Source: an optimization exercise on an open RTL-to-GDS flow (aim: small area, a short achievable clock period and few clock cycles). Production flows keep margins and buffers that such runs may drop. At most, simulation tests tie the RTL to the original design; equivalence was not proved. Power is estimated from default activity; no workload was simulated.

Setup of run D:
Design flexka, start of the top module:
module flexka (
  input  logic        clk,
  input  logic        rstn,
  input  logic        cmd_valid,
  input  logic [2:0]  cmd,
  input  logic [15:0] cmd_data,
  output logic [1:0]  flexka_state,
  output logic [15:0] out_data,
  output logic [31:0] elapsed_cycles
);
For scale: ~72 I/O pins, about 44000 µm² of cells after synthesis.
Settings: LEC_CHECK=0, CAP_MARGIN=20, CORE_MARGIN=2, CORE_UTILIZATION=40, CTS_CLUSTER_DIAMETER=90, CTS_CLUSTER_SIZE=24, PLACE_DENSITY=0.45, SETUP_SLACK_MARGIN=5, SLEW_MARGIN=20; clock period 8.0 ns.
run.sh (not shown) runs the stock make flow with config.mk's settings and CLKGATE_MAP_FILE= SYNTH_SCRIPT=/design/flow/synth_recipe.tcl, a recipe that flattens the netlist after the stock synthesis.
Testbench counts of run D, summed over its fixed seeds: cycles 10,206.
Inputs modified between run D and run B:
-- flow/design.v --
<<< run D, line 130
    end
  end
  assign a_w = (na1z && li[0]) ? 16'd0 : mem_a[li];
  assign b_w = {(lc == nbc1 && nbh) ? 16'd0 : mem_b[{lc, 1'b1}], mem_b[{lc, 1'b0}]};
  logic        p_v, p_first, p_ce, p_last;
  logic [15:0] a_pre;
  logic [31:0] b_pre;
  always_ff @(posedge clk) begin
>>> run B, line 130
    end
  end
  assign b_w = {(lc == nbc1 && nbh) ? 16'd0 : mem_b[{lc, 1'b1}], mem_b[{lc, 1'b0}]};
  logic        p_v, p_first, p_ce, p_last;
  logic [2:0]  li_p;
  logic [31:0] b_pre;
  always_ff @(posedge clk) begin
<<< run D, line 141
    p_ce    <= l_ce;
    p_last  <= l_last;
    a_pre   <= a_w;
    b_pre   <= b_w;
  end
  logic        a_v, a_first, a_ce, a_last;
  logic [7:0]  s1, s2, s3;    
>>> run B, line 140
    p_ce    <= l_ce;
    p_last  <= l_last;
    li_p    <= li;
    b_pre   <= b_w;
  end
  assign a_w = (na1z && li_p[0]) ? 16'd0 : mem_a[li_p];
  logic        a_v, a_first, a_ce, a_last;
  logic [7:0]  s1, s2, s3;    
<<< run D, line 155
    a_last  <= p_last;
    for (int k = 0; k < 8; k++) begin
      s1[k] <= p_v && a_pre[2*k+1 -: 2] == 2'd1;
      s2[k] <= p_v && a_pre[2*k+1 -: 2] == 2'd2;
      s3[k] <= p_v && a_pre[2*k+1 -: 2] == 2'd3;
    end
    opb  <= b_pre;
>>> run B, line 155
    a_last  <= p_last;
    for (int k = 0; k < 8; k++) begin
      s1[k] <= p_v && a_w[2*k+1 -: 2] == 2'd1;
      s2[k] <= p_v && a_w[2*k+1 -: 2] == 2'd2;
      s3[k] <= p_v && a_w[2*k+1 -: 2] == 2'd3;
    end
    opb  <= b_pre;
<<< run D, line 239
  logic [15:0] out_q;
  logic [47:0] top;
  assign top = acc_s[47:0] + acc_c[47:0] + 48'(cout_r);
  assign rd  = 5'(ra1) - 5'(wk);
  always_ff @(posedge clk) begin
>>> run B, line 239
  logic [15:0] out_q;
  logic [47:0] top;
  assign top = {acc_s[47:16] + acc_c[47:16] + 32'(wsum[16]), wsum[15:0]};
  assign rd  = 5'(ra1) - 5'(wk);
  always_ff @(posedge clk) begin
==> comparison <==
- Total power of the final layout (run B over run D): decrease, 270 µW
- On average wire per standard cell, run D tracks run B almost exactly.
- In run B, the global-route usage came out 0.59 points below the value in run D.
- Run B against run D; cell count is down by a few percent.
- Compared with run D, run B improves minimum setup slack after placement.
- Going from run D to run B, area of all placed cells without fillers lost 1.7%, critical path buffer and inverter count climbed 1, global placement routability congestion moved down, DRC violation count after routing stayed essentially flat.
- Standard-cell row count, run D and run B: smaller value in run B
Function not checked in run B: the RTL went through the layout flow alone.


The RTL this note starts from:
==> flow/design.v <==
package flexka_pkg;
  typedef logic [16-1:0] word_t;
  typedef logic [$clog2(8):0] in_addr_t;
  typedef logic [$clog2(16)-1:0] out_addr_t;
  typedef logic [31:0] cycle_t;
  typedef enum logic [2:0] {
    NONE    = 3'd0,
    SIZE_A  = 3'd1,
    SIZE_B  = 3'd2,
    DATA_A  = 3'd3,
    DATA_B  = 3'd4,
    OUTADDR = 3'd5,
    START   = 3'd6
  } command_e;
  typedef enum logic [1:0] {
    IDLE, CLEAR, MULTIPLY, FLUSH
  } state_e;
endpackage
`timescale 1ns/100ps
module flexka (
  input  logic        clk,
  input  logic        rstn,
  input  logic        cmd_valid,
  input  logic [2:0]  cmd,
  input  logic [15:0] cmd_data,
  output logic [1:0]  flexka_state,
  output logic [15:0] out_data,
  output logic [31:0] elapsed_cycles
);
  localparam logic [2:0] C_SIZE_A = 3'd1, C_SIZE_B = 3'd2, C_DATA_A = 3'd3,
                         C_DATA_B = 3'd4, C_OUTADDR = 3'd5, C_START = 3'd6;
  localparam int AW = 37;
  function automatic logic [63:0] csa32(input logic [31:0] x, y, z);
    csa32 = {((x & y) | (x & z) | (y & z)) << 1, x ^ y ^ z};
  endfunction
  function automatic logic [2*AW-1:0] csaw(input logic [AW-1:0] x, y, z);
    csaw = {((x & y) | (x & z) | (y & z)) << 1, x ^ y ^ z};
  endfunction
  logic [15:0] mem_a [8];
  logic [15:0] mem_b [8];
  logic [2:0]  ptr_a, ptr_b;
  logic [2:0]  na1, nb1;   
  logic start;
  assign start = cmd_valid && cmd == C_START && !flexka_state[0];
  always_ff @(posedge clk) begin
    if (!rstn) begin
      ptr_a <= '0;
      ptr_b <= '0;
    end else if (cmd_valid) begin
      case (cmd)
        C_SIZE_A: ptr_a <= '0;
        C_SIZE_B: ptr_b <= '0;
        C_DATA_A: ptr_a <= ptr_a + 3'd1;
        C_DATA_B: ptr_b <= ptr_b + 3'd1;
        default: ;
      endcase
    end
  end
  always_ff @(posedge clk) begin
    if (cmd_valid && cmd == C_SIZE_A) na1 <= cmd_data[2:0] - 3'd1;
    if (cmd_valid && cmd == C_SIZE_B) nb1 <= cmd_data[2:0] - 3'd1;
    for (int k = 0; k < 8; k++) begin
      if (cmd_valid && cmd == C_DATA_A && ptr_a == 3'(k)) mem_a[k] <= cmd_data;
      if (cmd_valid && cmd == C_DATA_B && ptr_b == 3'(k)) mem_b[k] <= cmd_data;
    end
  end
  logic        act, a_first;
  logic [2:0]  ci, cj, ci0, cj0;
  logic [15:0] opa, opb;
  logic        ce, last;
  logic [2:0]  ni, nj, ni0, nj0;
  assign ce   = (ci == na1) || (cj == 3'd0);
  assign last = ce && (ci0 == na1) && (cj0 == nb1);
  always_comb begin
    ni = '0; nj = '0; ni0 = '0; nj0 = '0;
    if (act && !last) begin
      if (!ce) begin
        ni = ci + 3'd1; nj = cj - 3'd1; ni0 = ci0; nj0 = cj0;
      end else if (cj0 != nb1) begin
        ni = ci0; nj = cj0 + 3'd1; ni0 = ci0; nj0 = cj0 + 3'd1;
      end else begin
        ni = ci0 + 3'd1; nj = cj0; ni0 = ci0 + 3'd1; nj0 = cj0;
      end
    end
  end
  logic run_next;
  assign run_next = start || (act && !last);
  always_ff @(posedge clk) begin
    if (!rstn) act <= 1'b0;
    else act <= run_next;
    a_first <= start;
    ci  <= ni;
    cj  <= nj;
    ci0 <= ni0;
    cj0 <= nj0;
    opa <= run_next ? mem_a[ni] : 16'd0;
    opb <= mem_b[nj];
  end
  logic [31:0] pp [16];
  logic [31:0] l1 [11];
  logic [31:0] l2 [8];
  logic [31:0] l3 [6];
  logic [31:0] l4 [4];
  always_comb begin
    for (int k = 0; k < 16; k++) pp[k] = opb[k] ? (32'(opa) << k) : 32'd0;
    for (int g = 0; g < 5; g++) {l1[2*g+1], l1[2*g]} = csa32(pp[3*g], pp[3*g+1], pp[3*g+2]);
    l1[10] = pp[15];
    for (int g = 0; g < 3; g++) {l2[2*g+1], l2[2*g]} = csa32(l1[3*g], l1[3*g+1], l1[3*g+2]);
    l2[6] = l1[9];
    l2[7] = l1[10];
    for (int g = 0; g < 2; g++) {l3[2*g+1], l3[2*g]} = csa32(l2[3*g], l2[3*g+1], l2[3*g+2]);
    l3[4] = l2[6];
    l3[5] = l2[7];
    for (int g = 0; g < 2; g++) {l4[2*g+1], l4[2*g]} = csa32(l3[3*g], l3[3*g+1], l3[3*g+2]);
  end
  logic [31:0]   br [4];
  logic          b_first, b_ce, b_last, pend;
  logic [AW-1:0] acc_s, acc_c;
  always_ff @(posedge clk) begin
    if (!rstn) begin
      b_ce   <= 1'b0;
      b_last <= 1'b0;
    end else begin
      b_ce   <= act && ce;
      b_last <= act && last;
    end
    b_first <= a_first;
    for (int k = 0; k < 4; k++) br[k] <= l4[k];
  end
  logic [AW-1:0] x_s, x_c, t1s, t1c, t2s, t2c, t3s, t3c, t4s, t4c;
  always_comb begin
    x_s = b_first ? '0 : pend ? AW'(acc_s[AW-1:16]) : acc_s;
    x_c = b_first ? '0 : pend ? AW'(acc_c[AW-1:16]) : acc_c;
    {t1c, t1s} = csaw(AW'(br[0]), AW'(br[1]), AW'(br[2]));
    {t2c, t2s} = csaw(AW'(br[3]), x_s, x_c);
    {t3c, t3s} = csaw(t1s, t1c, t2s);
    {t4c, t4s} = csaw(t2c, t3s, t3c);
  end
  always_ff @(posedge clk) begin
    acc_s <= t4s;
    acc_c <= t4c;
    pend  <= b_ce;
  end
  logic        c_v, c_last;
  logic [3:0]  wk;
  logic        cout_r;
  logic [15:0] mem_p [15];
  logic [16:0] wsum;
  assign c_v    = pend;
  assign wsum = 17'(acc_s[15:0]) + 17'(acc_c[15:0]) + 17'(cout_r);
  always_ff @(posedge clk) begin
    c_last <= b_last;
    if (start) begin
      wk     <= '0;
      cout_r <= 1'b0;
    end else if (c_v) begin
      wk     <= wk + 4'd1;
      cout_r <= wsum[16];
    end
    for (int k = 0; k < 15; k++)
      if (c_v && wk == 4'(k)) mem_p[k] <= wsum[15:0];
  end
  logic       busy;
  logic [6:0] cnt;
  always_ff @(posedge clk) begin
    if (!rstn) begin
      busy <= 1'b0;
      cnt  <= '0;
    end else begin
      if (start) busy <= 1'b1;
      else if (c_v && c_last) busy <= 1'b0;
      if (start) cnt <= '0;
      else if (busy) cnt <= cnt + 7'd1;
    end
  end
  logic [3:0]  ra0, ra1;
  logic [15:0] out_q, top;
  assign top = acc_s[15:0] + acc_c[15:0] + 16'(cout_r);
  always_ff @(posedge clk) begin
    if (!rstn) begin
      ra0 <= '0;
      ra1 <= '0;
    end else begin
      if (cmd_valid && cmd == C_OUTADDR) ra0 <= cmd_data[3:0];
      ra1 <= ra0;
    end
    if (ra1 == wk) out_q <= top;
    else if (ra1 < wk) out_q <= mem_p[ra1];
    else out_q <= '0;
  end
  assign flexka_state   = {1'b0, busy};
  assign out_data       = out_q;
  assign elapsed_cycles = {25'b0, cnt};
endmodule
export LEC_CHECK = 0
export ABC_CLOCK_PERIOD_IN_PS = 2800
export CAP_MARGIN = 20
export CORE_MARGIN = 2
export CORE_UTILIZATION = 40
export SETUP_SLACK_MARGIN = 5
export SLEW_MARGIN = 20
create_clock -name core_clock -period 8.0 [get_ports {clk}]
Edit:
--- a/flow/design.v
+++ b/flow/design.v
@@ -37,11 +37,11 @@
     csaw = {((x & y) | (x & z) | (y & z)) << 1, x ^ y ^ z};
   endfunction
   logic [15:0] mem_a [8];
   logic [15:0] mem_b [8];
   logic [2:0]  ptr_a, ptr_b;
-  logic [2:0]  na1, nb1;   
+  logic [3:0]  size_a, size_b;
   logic start;
   assign start = cmd_valid && cmd == C_START && !flexka_state[0];
   always_ff @(posedge clk) begin
     if (!rstn) begin
       ptr_a <= '0;
@@ -55,22 +55,25 @@
         default: ;
       endcase
     end
   end
   always_ff @(posedge clk) begin
-    if (cmd_valid && cmd == C_SIZE_A) na1 <= cmd_data[2:0] - 3'd1;
-    if (cmd_valid && cmd == C_SIZE_B) nb1 <= cmd_data[2:0] - 3'd1;
+    if (cmd_valid && cmd == C_SIZE_A) size_a <= cmd_data[3:0];
+    if (cmd_valid && cmd == C_SIZE_B) size_b <= cmd_data[3:0];
     for (int k = 0; k < 8; k++) begin
       if (cmd_valid && cmd == C_DATA_A && ptr_a == 3'(k)) mem_a[k] <= cmd_data;
       if (cmd_valid && cmd == C_DATA_B && ptr_b == 3'(k)) mem_b[k] <= cmd_data;
     end
   end
   logic        act, a_first;
   logic [2:0]  ci, cj, ci0, cj0;
   logic [15:0] opa, opb;
+  logic [2:0]  na1, nb1;
   logic        ce, last;
   logic [2:0]  ni, nj, ni0, nj0;
+  assign na1  = size_a[2:0] - 3'd1;
+  assign nb1  = size_b[2:0] - 3'd1;
   assign ce   = (ci == na1) || (cj == 3'd0);
   assign last = ce && (ci0 == na1) && (cj0 == nb1);
   always_comb begin
     ni = '0; nj = '0; ni0 = '0; nj0 = '0;
     if (act && !last) begin
@@ -81,21 +84,20 @@
       end else begin
         ni = ci0 + 3'd1; nj = cj0; ni0 = ci0 + 3'd1; nj0 = cj0;
       end
     end
   end
-  logic run_next;
-  assign run_next = start || (act && !last);
   always_ff @(posedge clk) begin
     if (!rstn) act <= 1'b0;
-    else act <= run_next;
+    else if (start) act <= 1'b1;
+    else if (last) act <= 1'b0;
     a_first <= start;
     ci  <= ni;
     cj  <= nj;
     ci0 <= ni0;
     cj0 <= nj0;
-    opa <= run_next ? mem_a[ni] : 16'd0;
+    opa <= mem_a[ni];
     opb <= mem_b[nj];
   end
   logic [31:0] pp [16];
   logic [31:0] l1 [11];
   logic [31:0] l2 [8];
@@ -112,65 +114,63 @@
     l3[4] = l2[6];
     l3[5] = l2[7];
     for (int g = 0; g < 2; g++) {l4[2*g+1], l4[2*g]} = csa32(l3[3*g], l3[3*g+1], l3[3*g+2]);
   end
   logic [31:0]   br [4];
-  logic          b_first, b_ce, b_last, pend;
+  logic          b_v, b_first, b_ce, b_last;
   logic [AW-1:0] acc_s, acc_c;
   always_ff @(posedge clk) begin
-    if (!rstn) begin
-      b_ce   <= 1'b0;
-      b_last <= 1'b0;
-    end else begin
-      b_ce   <= act && ce;
-      b_last <= act && last;
-    end
+    if (!rstn) b_v <= 1'b0;
+    else b_v <= act;
     b_first <= a_first;
+    b_ce    <= ce;
+    b_last  <= last;
     for (int k = 0; k < 4; k++) br[k] <= l4[k];
   end
   logic [AW-1:0] x_s, x_c, t1s, t1c, t2s, t2c, t3s, t3c, t4s, t4c;
   always_comb begin
-    x_s = b_first ? '0 : pend ? AW'(acc_s[AW-1:16]) : acc_s;
-    x_c = b_first ? '0 : pend ? AW'(acc_c[AW-1:16]) : acc_c;
+    x_s = b_first ? '0 : acc_s;
+    x_c = b_first ? '0 : acc_c;
     {t1c, t1s} = csaw(AW'(br[0]), AW'(br[1]), AW'(br[2]));
     {t2c, t2s} = csaw(AW'(br[3]), x_s, x_c);
     {t3c, t3s} = csaw(t1s, t1c, t2s);
     {t4c, t4s} = csaw(t2c, t3s, t3c);
   end
-  always_ff @(posedge clk) begin
-    acc_s <= t4s;
-    acc_c <= t4c;
-    pend  <= b_ce;
-  end
-  logic        c_v, c_last;
   logic [3:0]  wk;
   logic        cout_r;
   logic [15:0] mem_p [15];
   logic [16:0] wsum;
-  assign c_v    = pend;
-  assign wsum = 17'(acc_s[15:0]) + 17'(acc_c[15:0]) + 17'(cout_r);
+  assign wsum = 17'(t4s[15:0]) + 17'(t4c[15:0]) + 17'(cout_r);
   always_ff @(posedge clk) begin
-    c_last <= b_last;
+    if (b_v) begin
+      if (b_ce) begin
+        acc_s <= AW'(t4s[AW-1:16]);
+        acc_c <= AW'(t4c[AW-1:16]);
+      end else begin
+        acc_s <= t4s;
+        acc_c <= t4c;
+      end
+    end
     if (start) begin
       wk     <= '0;
       cout_r <= 1'b0;
-    end else if (c_v) begin
+    end else if (b_v && b_ce) begin
       wk     <= wk + 4'd1;
       cout_r <= wsum[16];
     end
     for (int k = 0; k < 15; k++)
-      if (c_v && wk == 4'(k)) mem_p[k] <= wsum[15:0];
+      if (b_v && b_ce && wk == 4'(k)) mem_p[k] <= wsum[15:0];
   end
   logic       busy;
   logic [6:0] cnt;
   always_ff @(posedge clk) begin
     if (!rstn) begin
       busy <= 1'b0;
       cnt  <= '0;
     end else begin
       if (start) busy <= 1'b1;
-      else if (c_v && c_last) busy <= 1'b0;
+      else if (b_v && b_last) busy <= 1'b0;
       if (start) cnt <= '0;
       else if (busy) cnt <= cnt + 7'd1;
     end
   end
   logic [3:0]  ra0, ra1;
Effect: Global-route usage shrinks by 0.21 points. Design area goes up by 7.9%. First-iteration DRC count rises by 1.7%. Total power goes up by 57%. Maximum frequency is lower by 24%. Clock power is lower by about 2%.
Function was not checked in any run of this note: the RTL went through the layout flow alone.

-- port drivers added, routing unchanged --
Ports are ideal in the flow. The routed layouts listed here were re-timed in OpenROAD. Step 1 sets driving cells, clkbuf_16 on the clock port and buf_2 on the other inputs (assumed; they add their load-dependent delay and slew). Step 2 times the ports against the registers' clock, not the clock port: input delays grow and output delays shrink by t, the midpoint of the rising clock arrivals with the driver on. Slacks: ideal ports / drivers / drivers and shift; pairs: ideal ports / drivers.
run	t, ns	slack for setup (ns)	worst hold slack (ns)	worst setup path after step 2	cell pins on the clock port's net
run D	0.716	4.972 / 5.003 / 4.300	0.331 / 0.331 / 0.331	input to register	1
run B	0.724	3.848 / 3.848 / 3.848	0.330 / 0.330 / 0.330	register to register	1
the first run of note 2	0.710	4.968 / 4.968 / 4.344	0.329 / 0.329 / 0.329	input to register	1
the second run of note 2	0.703	4.009 / 4.009 / 4.009	0.338 / 0.338 / 0.338	register to register	1
After both steps every run listed still meets setup and hold. The setup slack of run D, which loses most, moves by +0.031 ns with the drivers and by -0.672 ns with both steps.
